Background: an optimization exercise with open tools, aiming at small area and a short achievable clock period. Do not read the settings as production practice.
Power is estimated from default activity; no workload was simulated.

==> flow/design.v <==
module gcd_vector_sequencer #(
  parameter int WIDTH         = 32,
  parameter int IDX_W         = 4,
  parameter int ADDR_W        = 4,
  parameter int FIN_ADDR      = 9,
  parameter int RST_CYCLES    = 1,
  parameter int SETTLE_CYCLES = 10,
  parameter int TIMEOUT       = 4096
) (
  input  logic              clk,
  input  logic              rst,
  input  logic              start,
  input  logic [IDX_W:0]    n_tests,
  input  logic              vec_we,
  input  logic [IDX_W-1:0]  vec_idx,
  input  logic [WIDTH-1:0]  vec_a,
  input  logic [WIDTH-1:0]  vec_b,
  input  logic [WIDTH-1:0]  vec_g,
  output logic              dut_rst,
  output logic              dut_en,
  output logic              dut_ld,
  output logic [WIDTH-1:0]  dut_a,
  output logic [WIDTH-1:0]  dut_b,
  input  logic [ADDR_W-1:0] dut_addr,
  input  logic [WIDTH-1:0]  dut_res,
  output logic              busy,
  output logic              done,
  output logic [IDX_W:0]    pass_cnt,
  output logic [IDX_W:0]    fail_cnt,
  output logic [IDX_W:0]    timeout_cnt,
  output logic              first_fail_vld,
  output logic [IDX_W-1:0]  first_fail_idx
);
  localparam int DEPTH = 2 ** IDX_W;
  localparam int CNT_W = IDX_W + 1;
  localparam int TM_W  = $clog2(TIMEOUT);
  function automatic logic [CNT_W-1:0] sat_inc(input logic [CNT_W-1:0] v);
    sat_inc = (&v) ? v : v + 1'b1;
  endfunction
  logic             s_rest, s_drst, s_ld_n, s_run, s_settle, s_chk, tmo;
  logic [IDX_W-1:0] ridx;      
  logic [CNT_W-1:0] rem;       
  logic [TM_W-1:0]  cnt;       
  logic [CNT_W-1:0] pass_i, fail_i;            
  logic [CNT_W-1:0] tout_n;                    
  wire s_ld      = !s_ld_n;
  wire [CNT_W-1:0] tout_i = ~tout_n;
  wire go       = s_rest && start;                  
  wire fin      = (dut_addr == ADDR_W'(FIN_ADDR));
  wire tm_end   = &cnt;
  wire set_end  = (cnt == TM_W'(SETTLE_CYCLES - 1));
  wire last     = (rem == CNT_W'(1));
  wire run_fin  = s_run && fin;
  wire run_tmo  = s_run && !fin && tm_end;
  wire set_done = s_settle && set_end;
  wire n_rest   = (s_rest && !(start && n_tests != '0)) || (s_chk && last);
  wire n_drst   = (go && n_tests != '0) || (s_chk && !last);
  wire n_ld     = s_drst;
  wire n_run    = s_ld || (s_run && !fin && !tm_end);
  wire n_settle = run_fin || (s_settle && !set_end);
  wire n_chk    = run_tmo || set_done;
  always_ff @(posedge clk) begin
    if (rst) begin
      s_rest   <= 1'b1;
      s_drst   <= 1'b0;
      s_ld_n   <= 1'b1;
      s_run    <= 1'b0;
      s_settle <= 1'b0;
      s_chk    <= 1'b0;
    end else begin
      s_rest   <= n_rest;
      s_drst   <= n_drst;
      s_ld_n   <= !n_ld;
      s_run    <= n_run;
      s_settle <= n_settle;
      s_chk    <= n_chk;
    end
  end
  always_ff @(posedge clk) begin
    if (rst) begin
      dut_rst <= 1'b1;
      dut_en  <= 1'b0;
      dut_ld  <= 1'b0;
      busy    <= 1'b0;
      done    <= 1'b0;
    end else begin
      dut_rst <= n_rest || n_drst;
      dut_en  <= n_run || n_settle;
      dut_ld  <= n_ld;
      busy    <= !n_rest;
      if (go)                done <= (n_tests == '0);
      else if (s_chk && last) done <= 1'b1;
    end
  end
  always_ff @(posedge clk) begin
    if (rst) begin
      tmo  <= 1'b0;
      rem  <= '0;
      ridx <= '0;
    end else begin
      if (s_ld)    tmo <= 1'b0;
      if (run_tmo) tmo <= 1'b1;
      if (go) begin
        rem  <= n_tests;
        ridx <= '0;
      end else if (s_chk) begin
        rem  <= rem - 1'b1;
        ridx <= ridx + 1'b1;
      end
    end
  end
  always_ff @(posedge clk) begin
    if (s_ld || run_fin) cnt <= '0;
    else                 cnt <= cnt + 1'b1;
  end
  logic [WIDTH-1:0] ram_a [DEPTH];
  logic [WIDTH-1:0] ram_b [DEPTH];
  logic [WIDTH-1:0] ram_g [DEPTH];
  logic [DEPTH-1:0] we_a, we_b, we_g;
  gcd_vector_sequencer_dec #(.IDX_W(IDX_W)) u_dec_a (.we(vec_we), .idle(s_rest), .idx(vec_idx), .sel(we_a));
  gcd_vector_sequencer_dec #(.IDX_W(IDX_W)) u_dec_b (.we(vec_we), .idle(s_rest), .idx(vec_idx), .sel(we_b));
  gcd_vector_sequencer_dec #(.IDX_W(IDX_W)) u_dec_g (.we(vec_we), .idle(s_rest), .idx(vec_idx), .sel(we_g));
  always_ff @(posedge clk) begin
    for (int k = 0; k < DEPTH; k++) begin
      if (we_a[k]) ram_a[k] <= vec_a;
      if (we_b[k]) ram_b[k] <= vec_b;
      if (we_g[k]) ram_g[k] <= vec_g;
    end
  end
  logic [DEPTH-1:0] rsel, rsel_n, rsel_g;
  always_ff @(posedge clk) begin
    if (rst || go) begin
      rsel   <= DEPTH'(1);
      rsel_n <= ~DEPTH'(1);
    end else if (s_chk) begin
      rsel   <= {rsel[DEPTH-2:0], rsel[DEPTH-1]};
      rsel_n <= {rsel_n[DEPTH-2:0], rsel_n[DEPTH-1]};
    end
  end
  always_ff @(posedge clk) begin
    rsel_g <= rsel;
  end
  logic [WIDTH-1:0] rd_a, rd_b, rd_g;
  always_comb begin
    rd_a = '0;
    rd_b = '0;
    rd_g = '0;
    for (int k = 0; k < DEPTH; k++) begin
      rd_a = rd_a | (ram_a[k] & {WIDTH{rsel[k]}});
      rd_b = rd_b | (ram_b[k] & {WIDTH{!rsel_n[k]}});
      rd_g = rd_g | (ram_g[k] & {WIDTH{rsel_g[k]}});
    end
  end
  logic [WIDTH-1:0] g_q;
  always_ff @(posedge clk) begin
    dut_a <= rd_a;
    dut_b <= rd_b;
    g_q   <= rd_g;
  end
  logic pass_en, fail_en;
  gcd_vector_sequencer_chk #(.WIDTH(WIDTH)) u_chk (
    .res(dut_res), .exp(g_q), .chk(s_chk), .tmo(tmo), .pass_en(pass_en), .fail_en(fail_en));
  wire clr = rst || go;
  wire [CNT_W-1:0] pass_inc = rst ? '0 : sat_inc(pass_i);
  wire [CNT_W-1:0] pass_hld = clr ? '0 : pass_cnt;
  wire [CNT_W:0]   fail_inc = rst ? '0 : {1'b1, sat_inc(fail_i)};
  wire [CNT_W:0]   fail_hld = clr ? '0 : {first_fail_vld, fail_cnt};
  logic [CNT_W-1:0] pass_d;
  logic [CNT_W:0]   fail_d;
  gcd_vector_sequencer_mux #(.W(CNT_W)) u_pass_mux (
    .sel(pass_en), .a(pass_inc), .b(pass_hld), .y(pass_d));
  gcd_vector_sequencer_mux #(.W(CNT_W + 1)) u_fail_mux (
    .sel(fail_en), .a(fail_inc), .b(fail_hld), .y(fail_d));
  always_ff @(posedge clk) begin
    pass_cnt                   <= pass_d;
    {first_fail_vld, fail_cnt} <= fail_d;
    pass_i                     <= pass_cnt;
    fail_i                     <= fail_cnt;
  end
  wire [CNT_W-1:0] tout_d = clr ? '0 : (s_chk && tmo) ? sat_inc(tout_i) : tout_i;
  always_ff @(posedge clk) begin
    timeout_cnt <= tout_d;
    tout_n      <= ~tout_d;
  end
  always_ff @(posedge clk) begin
    if (s_chk && !first_fail_vld) first_fail_idx <= ridx;
  end
endmodule
module gcd_vector_sequencer_chk #(
  parameter int WIDTH = 32
) (
  input  logic [WIDTH-1:0] res,
  input  logic [WIDTH-1:0] exp,
  input  logic             chk,
  input  logic             tmo,
  output logic             pass_en,
  output logic             fail_en
);
  wire ok = !tmo && (res == exp);
  assign pass_en = chk && ok;
  assign fail_en = chk && !ok;
endmodule
module gcd_vector_sequencer_mux #(
  parameter int W = 1
) (
  input  logic         sel,
  input  logic [W-1:0] a,
  input  logic [W-1:0] b,
  output logic [W-1:0] y
);
  assign y = sel ? a : b;
endmodule
module gcd_vector_sequencer_dec #(
  parameter int IDX_W = 4
) (
  input  logic                 we,
  input  logic                 idle,
  input  logic [IDX_W-1:0]     idx,
  output logic [2**IDX_W-1:0]  sel
);
  always_comb begin
    for (int k = 0; k < 2 ** IDX_W; k++) sel[k] = we && idle && (idx == IDX_W'(k));
  end
endmodule
Settings: LEC_CHECK=0, CAP_MARGIN=20, CORE_MARGIN=2, CORE_UTILIZATION=60, SETUP_SLACK_MARGIN=3.5, SLEW_MARGIN=20, SYNTH_HIERARCHICAL=1; clock period 5.0 ns.
standard.sh (not shown) runs the stock make flow with config.mk's settings and CLKGATE_MAP_FILE= SYNTH_SCRIPT=/design/flow/synth_recipe.tcl, a recipe that flattens the netlist after the stock synthesis.
==> flow/flow/run.sh <==
#!/bin/bash
# The standard layout (standard.sh), with these changes:
#  - port buffers are plain buf_2 cells (buffer_ports -buffer_cell) instead of the delay cells it picks;
#  - clock tree synthesis without dummy loads and with larger sink clusters (fewer leaf buffers).
set -euo pipefail
bash standard.sh \
  BUFFER_PORTS_ARGS="-buffer_cell sky130_fd_sc_hd__buf_2" \
  CTS_ARGS="-sink_clustering_enable -repair_clock_nets -dont_use_dummy_load -sink_clustering_size 25 -sink_clustering_max_diameter 100" \
  finish > standard.log 2>&1
Then changed:
Settings changed: SETUP_SLACK_MARGIN 3.5 to 3.3.
- power decreases by 0.92%
- wire length decreases by 12%
- die area does not change
- area after synthesis is unchanged
- sequential share of layout area increases by 3.7 points
- final area decreases by 5.5%
- clock-buffer cell count is unchanged
- non-clock buffer count decreases by 211
Then changed:
Settings changed: SETUP_SLACK_MARGIN 3.3 to 2.9.
Effect: Final cell count drops by a few percent; combinational power drops by a quarter to a third; count of clock-buffer cells in the layout does not change; global-route usage drops by 2.4 points; total power drops slightly; design area drops by a little under a tenth; worst setup slack hardly moves; sequential power is about the same; die area stays the same; non-clock buffer count drops by 245; wire length drops by roughly a tenth.
Then changed:
Settings changed: SETUP_SLACK_MARGIN 2.9 to 2.8.
After rerunning:
- fmax shrinks by about 2.6%
- via count barely changes
- first-iteration DRC count drops by about 1%
- clock skew hardly moves
- synthesized cell count stays the same
- final area falls by 0.66%
- power hardly moves
Function was not checked in any run of this note: the RTL went through the layout flow alone.

separate check: timing with driven ports:
The flow's constraints put no driver on any port. The routed layouts listed below were extracted and timed again, unchanged, in two steps.
Step 1 sets driving cells, clkbuf_16 on the clock port and buf_2 on the other inputs (assumed; they add their load-dependent delay and slew).
Step 2 times the ports against the registers' clock, not the clock port: input delays grow and output delays shrink by t, the midpoint of the rising clock arrivals with the driver on.
Three values: ideal ports, drivers, drivers and shift; two values: the first two.
run	t (ns)	setup WS [ns]	worst setup path at the end	slew at the worst register clock pin (ns)
the first run	0.761	2.801 / 2.723 / 2.210	input to register	0.11 / 0.11
the second run	0.762	2.807 / 2.727 / 2.201	input to register	0.10 / 0.10
the third run	0.750	2.806 / 2.733 / 2.112	input to register	0.10 / 0.10
the fourth run	0.749	2.747 / 2.729 / 2.040	input to register	0.10 / 0.10
After both steps setup and hold are still met in every run listed. The setup slack of the fourth run, which loses most, moves by -0.018 ns with the drivers and by -0.707 ns with both steps.
